Context: an optimization exercise on an open-source flow, tuned for small area. The choices shown serve that exercise and are no tape-out recipe.
No activity file was given, so power comes from the tool's default toggle rates.

## tiler_top
module tiler_top (
  input  logic                      clk_int,
  input  logic                      rst_ni,
  input  logic                      clear_i,
  input  logic                      start_i,
  input  logic [53:0]               cfg_i,
  output logic                      ready_o,
  output logic                      valid_o,
  output logic [363:0]              result_o
);
Settings: LEC_CHECK=0, CAP_MARGIN=0, CORE_MARGIN=2, CORE_UTILIZATION=40, SLEW_MARGIN=0; clock period 10.0 ns.
standard.sh (not shown) runs the stock make flow with config.mk's settings and CLKGATE_MAP_FILE= SYNTH_SCRIPT=/design/flow/synth_recipe.tcl, a recipe that flattens the netlist after the stock synthesis.
==> flow/flow/run.sh <==
#!/bin/bash
# The standard layout, with the smallest buffer on the ports, the constant
# outputs left on the synthesis tie cells, and a small clock tree.
set -euo pipefail
export BUFFER_PORTS_ARGS="-buffer_cell sky130_fd_sc_hd__buf_1"
export SKIP_REPAIR_TIE_FANOUT=1
export CTS_ARGS="-sink_clustering_enable -repair_clock_nets -dont_use_dummy_load -buf_list sky130_fd_sc_hd__clkbuf_8 -root_buf sky130_fd_sc_hd__clkbuf_8 -sink_clustering_size 40 -sink_clustering_max_diameter 300 -sink_clustering_buffer sky130_fd_sc_hd__clkbuf_16"
bash standard.sh > standard_flow.log 2>&1
Edit:
CAP_MARGIN = 20   (was 0)
SLEW_MARGIN = 20   (was 0)
=>
- The changed run completed with no timing, DRC or antenna violations
- final area does not change
- synthesized cell count is unchanged
- sequential share of layout area is unchanged
- routed wire length does not change
- first-iteration DRC count does not change
- total power does not change
- clock power is about the same
- global-route usage stays the same
- die area is unchanged
No functional check of the RTL was part of any run of this note.

========
JK:
The RTL this note starts from:
==> flow/design.v <==
package tiler_pkg;
  localparam ARRAY_WIDTH = 12;
endpackage
`timescale 1ns/100ps
module tiler_top (
  input  logic                      clk_int,
  input  logic                      rst_ni,
  input  logic                      clear_i,
  input  logic                      start_i,
  input  logic [53:0]               cfg_i,
  output logic                      ready_o,
  output logic                      valid_o,
  output logic [363:0]              result_o
);
  function automatic logic ge_const(input logic [12:0] x, input logic [12:0] k);
    ge_const = 1'b1;
    for (int i = 0; i < 13; i++) begin
      ge_const = k[i] ? (x[i] & ge_const) : (x[i] | ge_const);
    end
  endfunction
  function automatic logic ge6(input logic [5:0] x, input logic [5:0] k);
    ge6 = 1'b1;
    for (int i = 0; i < 6; i++) begin
      ge6 = k[i] ? (x[i] & ge6) : (x[i] | ge6);
    end
  endfunction
  function automatic logic [1:0] inc3(input logic [1:0] r);
    inc3 = {r[0], ~r[1] & ~r[0]};
  endfunction
  function automatic logic [1:0] dec3(input logic [1:0] r);
    dec3 = {~r[1] & ~r[0], r[1]};
  endfunction
  logic       busy_q, valid_q, last;
  logic [5:0] t_q;
  logic       load, ph1, ph2, ph_xw, ph_acc, ph_rot;
  assign load   = start_i & ~busy_q;
  logic ge15, ge28, ge53;
  assign ge15   = ge6(t_q, 6'd15);
  assign ge28   = ge6(t_q, 6'd28);
  assign ge53   = ge6(t_q, 6'd53);
  assign ph1    = busy_q & ~ge15;
  assign ph2    = busy_q & ge15 & ~ge28;
  assign ph_xw  = busy_q & ge28;
  assign ph_acc = ph_xw & ~ge53;
  assign ph_rot = ph_xw & ge53;
  assign last   = busy_q & (t_q == 6'd57);
  always_ff @(posedge clk_int or negedge rst_ni) begin
    if (!rst_ni) begin
      busy_q  <= 1'b0;
      valid_q <= 1'b0;
    end else if (clear_i) begin
      busy_q  <= 1'b0;
      valid_q <= 1'b0;
    end else begin
      valid_q <= last;
      if (load)      busy_q <= 1'b1;
      else if (last) busy_q <= 1'b0;
    end
  end
  always_ff @(posedge clk_int) begin
    t_q <= busy_q ? t_q + 6'd1 : 6'd0;
  end
  logic [15:0] n_q, k_q;
  logic [1:0]  m_lo_q;
  logic [2:0]  op_q;
  logic [1:0]  fmt_q;
  always_ff @(posedge clk_int) begin
    if (load) begin
      n_q    <= cfg_i[21:6];
      k_q    <= cfg_i[37:22];
      m_lo_q <= cfg_i[39:38];
      op_q   <= cfg_i[5:3];
      fmt_q  <= {cfg_i[2] | cfg_i[1], cfg_i[2] | cfg_i[0]};
    end
  end
  logic [14:0] u_q;
  logic [1:0]  r3_q;
  logic        u_lsb, m_lo_nz;
  logic        e_bit, s1_bit, cy1_q;
  logic        r_bit, y_bit, bw_q, a_bit, a_prev_q, cy2_q;
  logic [1:0]  r3_add;
  assign u_lsb   = u_q[0];
  assign m_lo_nz = |m_lo_q;
  assign e_bit  = (t_q == 6'd0) ? m_lo_nz : (t_q == 6'd1);
  assign s1_bit = u_lsb ^ e_bit ^ cy1_q;
  assign r3_add = ~s1_bit ? r3_q : (t_q[0] ? dec3(r3_q) : inc3(r3_q));
  assign r_bit = ((t_q == 6'd15) & r3_q[0]) | ((t_q == 6'd16) & r3_q[1]);
  assign y_bit = u_lsb ^ r_bit ^ bw_q;
  assign a_bit = y_bit ^ a_prev_q ^ cy2_q;
  always_ff @(posedge clk_int) begin
    if (load) begin
      u_q  <= {1'b0, cfg_i[53:40]};
      r3_q <= 2'd0;
    end else begin
      u_q <= {ph1 ? s1_bit : (ph2 ? a_bit : u_lsb), u_q[14:1]};
      if (ph1) r3_q <= r3_add;
    end
    cy1_q    <= ph1 & ((u_lsb & e_bit) | (cy1_q & (u_lsb | e_bit)));
    bw_q     <= ph2 & ((~u_lsb & (r_bit | bw_q)) | (r_bit & bw_q));
    a_prev_q <= ph2 & a_bit;
    cy2_q    <= ph2 & ((a_bit & a_prev_q) | (cy2_q & (a_bit | a_prev_q)));
  end
  logic [12:0] a_iter, b_iter, c_iter;
  logic [13:0] d_iter;
  logic [3:0]  m_mod;
  logic        n_lo_nz;
  assign a_iter = u_q[14:2];
  assign n_lo_nz = |n_q[1:0];
  tiler_rca #(.W(13)) u_rca_b (.a({1'b0, k_q[15:4]}), .b(13'd0), .ci(|k_q[3:0]), .s(b_iter), .co());
  tiler_rca #(.W(13)) u_rca_c (.a({1'b0, n_q[15:4]}), .b(13'd0), .ci(|n_q[3:0]), .s(c_iter), .co());
  logic d_wrap;
  tiler_rca #(.W(14)) u_rca_d (.a(n_q[15:2]), .b(14'd0), .ci(n_lo_nz), .s(d_iter), .co(d_wrap));
  assign m_mod   = {m_lo_nz ? r3_q : inc3(r3_q), m_lo_q};
  logic [17:0] n3, k3;
  tiler_rca #(.W(18)) u_rca_n3 (.a({2'b0, n_q}), .b({1'b0, n_q, 1'b0}), .ci(1'b0), .s(n3), .co());
  tiler_rca #(.W(18)) u_rca_k3 (.a({2'b0, k_q}), .b({1'b0, k_q, 1'b0}), .ci(1'b0), .s(k3), .co());
  logic [2:0] slots;
  assign slots = {1'b0, n_q[3:2]} + {2'b0, n_lo_nz};
  logic [24:0] p_q;
  logic        abit;
  logic [12:0] p_sum;
  assign abit = ph2 & a_bit;
  tiler_rca #(.W(13)) u_rca_p (.a({1'b0, p_q[24:13]}), .b(b_iter & {13{abit}}),
                               .ci(1'b0), .s(p_sum), .co());
  always_ff @(posedge clk_int) begin
    p_q <= {p_sum[12] | (ph_xw & p_q[0]), p_sum[11:0], p_q[12:1]};
  end
  logic        pbit;
  logic [37:0] x_q;
  logic [13:0] x_sum;
  assign pbit = ph_acc & p_q[0];
  tiler_rca #(.W(14)) u_rca_x (.a({1'b0, x_q[37:25]}), .b({1'b0, c_iter & {13{pbit}}}),
                               .ci(1'b0), .s(x_sum), .co());
  always_ff @(posedge clk_int) begin
    x_q <= {x_sum[13] | (ph_rot & x_q[0]), x_sum[12:0], x_q[24:1]};
  end
  logic [29:0] w_q;
  logic        x_d, p_d_q, dc_q, wb_q;
  logic        d0, d1, dp_bit, dc_next, w_bit;
  assign x_d     = x_q[23];
  assign d0      = d_iter[0];
  assign d1      = d_iter[1] ^ d_iter[0];
  assign dp_bit  = (d0 & pbit) ^ (d1 & p_d_q) ^ dc_q;
  assign dc_next = ((d0 & pbit) & (d1 & p_d_q)) | (dc_q & ((d0 & pbit) | (d1 & p_d_q)));
  assign w_bit   = x_d ^ dp_bit ^ wb_q;
  always_ff @(posedge clk_int) begin
    p_d_q <= pbit;
    dc_q  <= ph_xw & dc_next;
    wb_q  <= ph_xw & ((~x_d & (dp_bit | wb_q)) | (dp_bit & wb_q));
    w_q   <= {w_bit & ~d_wrap, w_q[29:1]};
  end
  logic [26:0] p3;
  logic        c3;
  logic [24:0] p_v;
  logic [31:0] x_v;
  for (genvar i = 0; i < 25; i++) begin : g_pv
    assign p_v[i] = p_q[(i + 20) % 25];
  end
  for (genvar i = 0; i < 32; i++) begin : g_xv
    assign x_v[i] = x_q[(i + 33) % 38];
  end
  assign c3 = p_v[12] ? ge_const(p_v[12:0], 13'd5462) : ge_const(p_v[12:0], 13'd2731);
  tiler_rca #(.W(13)) u_rca_p3l (.a(p_v[12:0]), .b({p_v[11:0], 1'b0}),
                                 .ci(1'b0), .s(p3[12:0]), .co());
  tiler_rca #(.W(14)) u_rca_p3h (.a({2'b0, p_v[24:13]}), .b({1'b0, p_v[24:12]}),
                                 .ci(c3), .s(p3[26:13]), .co());
  logic [4:0] s1_op;
  logic [2:0] s1_rnd, s2_rnd, cfmt;
  always_comb begin
    case (op_q[2:1])
      2'd0:    s1_op = 5'd0;
      2'd1:    s1_op = 5'd2;
      2'd2:    s1_op = 5'd3;
      default: s1_op = 5'd7;
    endcase
  end
  assign s1_rnd = {2'b0, op_q[2] & op_q[1]};
  assign s2_rnd = {2'b0, ~op_q[0] & (op_q[2] ^ op_q[1])};
  assign cfmt   = {fmt_q[1], ~fmt_q[1], fmt_q[0]};
  assign result_o = {
    3'd0, a_iter,                  
    3'd0, c_iter,                  
    d_iter, 2'd0,                  
    3'd0, b_iter,                  
    4'd0, m_mod,                   
    4'd0, n_q[3:0],                
    6'd0, n_q[1:0],                
    4'd0, k_q[3:0],                
    3'd0, slots, 2'd0,             
    15'd0, n_q, 1'b0,              
    11'd0, n3, 3'd0,               
    15'd0, k_q, 1'b0,              
    11'd0, k3, 3'd0,               
    s1_op,                         
    5'd7,                          
    s1_rnd,                        
    s2_rnd,                        
    cfmt,                          
    op_q != 3'd0,                  
    p_v[15:0],                     
    x_v,                           
    w_q, 2'd0,                     
    3'd0, p3, 2'd0                 
  };
  assign ready_o = ~busy_q;
  assign valid_o = valid_q;
endmodule
module tiler_rca #(
  parameter int W = 8
) (
  input  logic [W-1:0] a,
  input  logic [W-1:0] b,
  input  logic         ci,
  output logic [W-1:0] s,
  output logic         co
);
  logic [W:0] c;
  assign c[0] = ci;
  for (genvar i = 0; i < W; i++) begin : g_bit
    assign {c[i+1], s[i]} = {1'b0, a[i]} + {1'b0, b[i]} + {1'b0, c[i]};
  end
  assign co = c[W];
endmodule
clock: 10.0 ns
lec_check: 0
cap_margin: 20
core_margin: 2
core_utilization: 40
slew_margin: 20
Scripts as last shown in full above: flow/flow/run.sh
JK: PASS, flow complete, no timing, DRC or antenna violations
Input changes introduced in MS (baseline for comparison: JK):
==> flow/flow/run.sh <==
#!/bin/bash
# The standard layout, with the smallest buffer on the ports, the constant
# outputs on a few shared tie cells (flow/tie_groups.tcl), and a small
# clock tree.
set -euo pipefail
export BUFFER_PORTS_ARGS="-buffer_cell sky130_fd_sc_hd__buf_1"
export SKIP_REPAIR_TIE_FANOUT=1
export POST_FLOORPLAN_TCL="$PWD/flow/tie_groups.tcl"
export CTS_ARGS="-sink_clustering_enable -repair_clock_nets -dont_use_dummy_load -buf_list sky130_fd_sc_hd__clkbuf_8 -root_buf sky130_fd_sc_hd__clkbuf_8 -sink_clustering_size 40 -sink_clustering_max_diameter 300 -sink_clustering_buffer sky130_fd_sc_hd__clkbuf_16"
bash standard.sh > standard_flow.log 2>&1
==> flow/flow/tie_groups.tcl (new file) <==
# Constant outputs: split the synthesis tie nets (one tie cell for all the
# constant-0 outputs and one for the constant-1 ones) into groups of a few
# ports, each driven by a tie cell of its own, so that no tie net has to run
# round the whole die. Run at the end of floorplan, before pin placement.
set tie_group_size 8
# Synthesis puts a buffer between a tie cell and each port it drives; drop
# those first so the tie nets reach the ports.
remove_buffers
set tie_block [ord::get_db_block]
set tie_master [[ord::get_db] findMaster sky130_fd_sc_hd__conb_1]
set tie_count 0
foreach tie_inst [$tie_block getInsts] {
  if { [[$tie_inst getMaster] getName] != "sky130_fd_sc_hd__conb_1" } {
    continue
  }
  foreach tie_pin {LO HI} {
    set tie_net [[$tie_inst findITerm $tie_pin] getNet]
    if { $tie_net == "NULL" || $tie_net == "" } {
      continue
    }
    set names {}
    foreach bt [$tie_net getBTerms] {
      lappend names [$bt getName]
    }
    set names [lsort -dictionary $names]
    set n [llength $names]
    for { set g $tie_group_size } { $g < $n } { incr g $tie_group_size } {
      set new_inst [odb::dbInst_create $tie_block $tie_master tie_group_$tie_count]
      set new_net [odb::dbNet_create $tie_block tie_group_net_$tie_count]
      [$new_inst findITerm $tie_pin] connect $new_net
      foreach name [lrange $names $g [expr { $g + $tie_group_size - 1 }]] {
        set bt [$tie_block findBTerm $name]
        $bt disconnect
        $bt connect $new_net
      }
      incr tie_count
    }
  }
}
puts "tie groups: $tie_count tie cells added, at most $tie_group_size ports each"
Findings:
MS reached the final stage; the timing, DRC and antenna checks on its layout passed.
Minimum clock period after layout | MS above JK
Comparing JK and MS, the lower total global-route track usage was measured on JK.
MS against JK: via total after detailed routing picked up an extra 2.1%, post-layout instance area rose 49 um^2.
Flip-flop and latch count: JK vs MS identical
Going from JK to MS, wire length on met1 grows by 20%.
MS vs JK, share of the core filled with cells went up by 0.24 points.
Relative to JK, met2 demand-to-capacity share in global routing increased by 0.19 points in MS.
No functional check of the RTL was part of any run of this note.

==> separate check: timing with driven ports <==
No port has a modelled driver above. Below, the same layouts with a new extraction and two added sets of constraints. Step 1, drivers: a clkbuf_16 drives clk_int and a buf_2 each remaining input, both assumed. Step 2, shift: input delay + t, output delay - t, t = (earliest + latest rising clock arrival at the registers) / 2. This alone moves slack from input paths to output paths. Three values: ideal ports, drivers, drivers and shift; two values: the first two.
run	t, ns	slack for setup (ns)	worst hold slack (ns)
the first run of note 1	0.469	0.397 / 0.397 / 0.397	0.452 / 0.452 / 0.452
the second run of note 1	0.469	0.397 / 0.397 / 0.397	0.452 / 0.452 / 0.452
JK	0.461	1.092 / 1.050 / 1.511	0.320 / 0.320 / 0.320
MS	0.455	1.075 / 1.043 / 1.497	0.330 / 0.330 / 0.330
After both steps every run listed still meets setup and hold.
